Source: an optimization exercise on an open RTL-to-GDS flow (aim: small area and a short achievable clock period). Production flows keep margins and buffers that such runs may drop.
Only simulation tests tie the RTL to the original design; equivalence was not proved.

## flow/design.v (module list and top-level ports; edited modules follow where they fit)
// module bbox_axis: 28 lines
// module bbox_extent: 20 lines
// module bbox_snap: 13 lines
// module bbox_cull_a: 1360 lines
// module bbox_cull_b: 246 lines
// module bbox_pipe: 486 lines
// module bbox_order: 114 lines
// module bbox_top: 90 lines
module bbox_top (
    input  logic               clk,
    input  logic               rst_n,
    input  logic [143:0]       tri_in,
    input  logic               tri_valid,
    input  logic [47:0]        screen,
    input  logic [3:0]         ss_code,
    input  logic               hold,
    output logic [143:0]       out_tri,
    output logic [95:0]        out_box,
    output logic               out_valid
);
  // ...
==> flow/flow/run.sh <==
#!/bin/bash
set -euo pipefail
bash standard.sh SETUP_SLACK_MARGIN=10.5 MATCH_CELL_FOOTPRINT=0 \
  "BUFFER_PORTS_ARGS=-buffer_cell sky130_fd_sc_hd__buf_1" finish > make.log 2>&1
==> flow/standard.sh <==
#!/bin/bash
# synth_recipe.tcl (not shown) runs the flow's synth.tcl, then flattens the netlist and writes it again
# the make line also repeats each setting of config.mk as NAME=value (left out here)
make -C /OpenROAD-flow-scripts/flow DESIGN_CONFIG=/design/flow/config.mk WORK_HOME=/design/flow/orfs CLKGATE_MAP_FILE= SYNTH_SCRIPT=/design/flow/synth_recipe.tcl "${@:-finish}"
==> flow/config.mk <==
export PLATFORM = sky130hd
export DESIGN_NAME = bbox_top
export DESIGN_NICKNAME = bbox_top
export VERILOG_FILES = /design/flow/design.v
export SDC_FILE = /design/flow/constraint.sdc
export NUM_CORES = 4
export LEC_CHECK = 0
export ABC_AREA = 1
export CAP_MARGIN = 20
export CORE_MARGIN = 2
export CORE_UTILIZATION = 55
export SLEW_MARGIN = 40
export TNS_END_PERCENT = 0
==> flow/constraint.sdc <==
create_clock -name core_clock -period 15.0 [get_ports {clk}]
set_input_delay 3.0000 -clock core_clock [delete_from_list [all_inputs] [get_ports {clk}]]
set_output_delay 3.0000 -clock core_clock [all_outputs]
set_load 0.01 [all_outputs]
==> impl_metrics.py, run 1 <==
metrics = {
    "global_routing": {
        "use_met2": 0.4871,
        "grt_pass1_vias": 43264,
    },
    "finish": {
        "multi_input_area_share": 0.4661,
        "layout_commonest_cell": "inv_1",
        "seq_area_um2": 24160,
        "largest_reg_flops": 182,
        "drive_above_1_share": 0.05941,
        "seq_share": 0.3595,
    },
    "worst_setup_path": {
        "crit_path_frequent_cell": "fa_1",
        "startpoint": "dy21[15]",
        "required_ns": 15.44,
        "r2r-end": "mid2[106]",
    },
    "yosys": {
        "synth_area_um2": 60880,
        "syn_area_per_cell_um2": 10.60,
    },
    "detailed_routing": {
        "dr_wl_met3_mm": 24.29,
        "vias": 44083,
        "wl_per_cell_um": 24.67,
    },
    "cts": {
        "cts_resized": 31,
        "htree_levels": 3,
        "cts_buffer_depth": 3,
    },
    "status": {
        "status": "complete, no violations",
    },
    "placement": {
        "dp_cells": 7451,
    },
    "sta": {
        "setup_viol": 0,
        "min_period_ns": 4.635,
    },
}
==> run 2, diff against run 1 <==
--- a/flow/config.mk
+++ b/flow/config.mk
@@ -12,2 +12,2 @@
 export SLEW_MARGIN = 40
-export TNS_END_PERCENT = 0
+export TNS_END_PERCENT = 10
==> run 2 against run 1 <==
Against the previous run:
- final area grew 0.26%
- non-clock buffer count grew 4
- global-route usage is essentially flat
- setup slack is essentially flat
- clock skew grew 0.0014 ns
- still clean
- highest routed layer unchanged
- wire length grew 0.16%
- flip-flop and latch count is the same
- critical endpoint is now mid2[122]
- hold slack lost 0.00061 ns
- sequential share of layout area shrank 0.094 points
- core utilization grew 0.16 points
- critical path type unchanged
==> impl_metrics.py, run 2 <==
metrics = {
    "worst_setup_path": {
        "required_ns": 15.43,
        "reg2reg_depth": 12,
        "crit_path_frequent_cell": "fa_1",
        "cp-start-kind": "flip-flop",
        "crit_fanout": 24,
        "cp_top_family": "adder cells",
        "path_class": "reg2reg",
        "cp_data_arrival_time_ns": 5.07,
        "path_cells": "buf_6, inv_2, o21ai_1, buf_4, o22ai_1, xor2_1, fa_1, fa_1, inv_1, fa_1, inv_1, fa_1",
        "cp.depth": 12,
        "endpoint_kind": "flip-flop",
        "critPathBufInv": 5,
        "critPathMaxStageDelay_ns": 0.62,
        "critPathSlowestCell": "fa_1",
    },
    "yosys": {
        "netlist_top_cells_area": "edfxtp_1, fa_1, xor2_1, inv_1, o22ai_1",
        "yosysWarnings": 2,
        "synthCells": 5744,
        "yosys.cell_types.count": 49,
        "synth_area_um2": 60880,
        "ys_async_sr_fraction": 0.003722,
        "syn_area_per_cell_um2": 10.60,
        "yosysTopAreaCellShare": 0.3946,
        "synth_seq_area_share": 0.3968,
        "synthTopCellsByCount": "inv_1, edfxtp_1, nand2_1",
        "synth_seq_cells": 806,
        "synth_edf_count": 800,
        "yosys.cell_count.top_type": "inv_1",
        "synth_top_area_cell": "edfxtp_1",
        "yosys_most_used_dff": "edfxtp_1",
    },
    "detailed_routing": {
        "vias": 44189,
        "drc": 0,
        "wl_mm": 188.7,
        "drtPass1Iterations": 6,
        "wl_per_cell_um": 24.70,
        "viasPerCell": 5.782,
        "drtIter0Drc": 4897,
        "antenna_left": 0,
    },
    "sta": {
        "tightest_slew_ns": 0.8991,
        "min_period_ns": 4.635,
        "layout_setup_ws_ns": 10.36,
        "fmax_ghz": 0.2157,
        "max-slew-margin-rel": 0.3999,
        "rsz0062_at_grt": "yes",
        "period_share": 0.3090,
        "setup_viol": 0,
        "fin_worst_skew_ns": 0.04257,
        "hold_viol_final": 0,
        "drv_slew": 0,
    },
    "finish": {
        "area_delta_synth_final_pct": 10.67,
        "layout_common_cells": "inv_1, edfxtp_1, nand2_1",
        "multi_input_comb_area_um2": 31400,
        "largest_reg_flops": 182,
        "seq_area_um2": 24160,
        "drive_above_1_share": 0.06230,
        "layout_commonest_cell": "inv_1",
        "fin_area_um2": 67380,
        "top_register": "mid2",
        "final_core_util": 0.6113,
        "nets": 7148,
        "nFillCells": 9331,
    },
    "placement": {
        "detailed_place.area_um2": 63770,
        "gp_congestion": 0.9797,
        "place_ws_ns": 8.837,
        "portBuffers": 424,
        "dpl.hpwl_mm": 135.6,
    },
    "global_routing": {
        "grt_start_max_net_pins": 86,
        "grt_pass1_vias": 43262,
        "antenna_found_initial": 5,
        "grt-ovfl-total": 0,
        "grt_pass1_wl_mm": 277.4,
        "grtUsageTotal": 0.3332,
    },
    "cts": {
        "cts_buffer_depth": 3,
        "clk_pin_slew_ns": 0.06,
        "clkSinkCount": 806,
        "cts_root_buffer": "clkbuf_16",
        "cts_buffers": 87,
        "clk_latency_ns": 0.71,
        "htree_levels": 3,
        "cts_tree": "done",
        "cts_hold_repair.buffers": 0,
    },
    "floorplanning": {
        "row_count": 122,
        "design.core.area_um2": 110200,
        "initial_core_util": 0.5524,
        "io_pins": 441,
        "die_width_um": 336.7,
        "fp.dieH_um": 336.7,
        "fp.dieArea_um2": 113400,
    },
    "run": {
        "cap_violations": 0,
    },
    "hold_path": {
        "hold_path.class": "reg2reg",
        "holdPathStages": 0,
    },
    "status": {
        "status": "complete, no violations",
    },
}
run 2: cell counts after synthesis:
Identical to the previous run, type by type.
run 2: through the flow:
| step | hold slack (ns) | setup TNS [ns] | cells |
|---|---|---|---|
| 6_report | 0.3845 | 0 | 7642 |
| 5_1_grt | 0.3925 | 0 | 7640 |
| 4_1_cts | 0.3758 | 0 | 7623 |
| 3_5_place_dp | 0.4045 | 0 | 7451 |
| 3_3_place_gp | 0.4003 | 0 | 7446 |
| 2_1_floorplan | 0.4003 | -241.18 | 5759 |
run 2: final cells by class:
type | instances | share of cell area
antenna | 6 | 0.0002228
clock buffer | 101 | 0.03387
clock inverter | 59 | 0.01047
inverter | 1101 | 0.06206
multi-input combinational | 3534 | 0.4661
sequential | 806 | 0.3586
tap | 1488 | 0.02763
timing repair buffer | 546 | 0.04097
timing repair inverter | 1 | 0.0001114
run 2: logic make-up (layout without fill, tap and decap cells):
kind of cell / Yosys count / after routing / synth area share
flip-flops: 806 / 806 / 0.3968
AND/OR/NAND/NOR: 1070 / 1070 / 0.07177
other: 1 / 22 / 0.00006160
buffers and inverters: 1419 / 1808 / 0.09219
AO/OA/AOI/OAI: 932 / 932 / 0.09289
adder cells (fa/ha/maj): 871 / 871 / 0.2535
XOR/XNOR: 645 / 645 / 0.09279
run 2: per-layer routing:
layer	global-route usage	share of wire	up-vias
li1	-	-	19538
met1	0.4569	0.40	21572
met2	0.4871	0.43	2617
met3	0.1199	0.13	458
met4	0.1229	0.039	4
met5	0.007234	0.00068	-
run 2: worst paths after layout:
check	to	startpoint	slack [ns]
setup reg to reg	mid2[122]	dy21[9]	10.36
min in group asynchronous	v1	rst_n	2.09
hold reg to reg	t3_q[24]	t2_q[24]	0.38
max in group asynchronous	v2	rst_n	12.75
setup / recovery	mid2[122]	dy21[9]	10.36
hold / removal	t3_q[24]	t2_q[24]	0.38
run 2: timing repair:
action | CTS | global route
pin swaps | 0 | 4
endpoints found under the hold margin | 0 | 0
cloned | 2 | 2
buffers inserted | 10 | 10
gates resized for setup | 32 | 66
setup endpoints to repair | 631 | 335

re-timing with driven ports:
The results above use ideal ports. As a check the final layouts listed here were re-extracted and re-timed, cells and wires unchanged. Step 1: set_driving_cell puts a clkbuf_16 on clk and a buf_2 on each other input, an assumption about the parent block. Step 2, shift: input delay + t, output delay - t, t = (earliest + latest rising clock arrival at the registers) / 2. This alone moves slack from input paths to output paths. a / b / c = no drivers / after step 1 / after step 2; a / b = the first two.
run | t (ns) | slack for setup (ns) | pins driven straight from the clock port
run 1 | 0.767 | 10.365 / 10.365 / 9.753 | 1
run 2 | 0.766 | 10.365 / 10.365 / 9.766 | 1
After both steps every run listed still meets setup and hold. The setup slack of run 1, which loses most, moves by 0.000 ns with the drivers and by -0.612 ns with both steps.
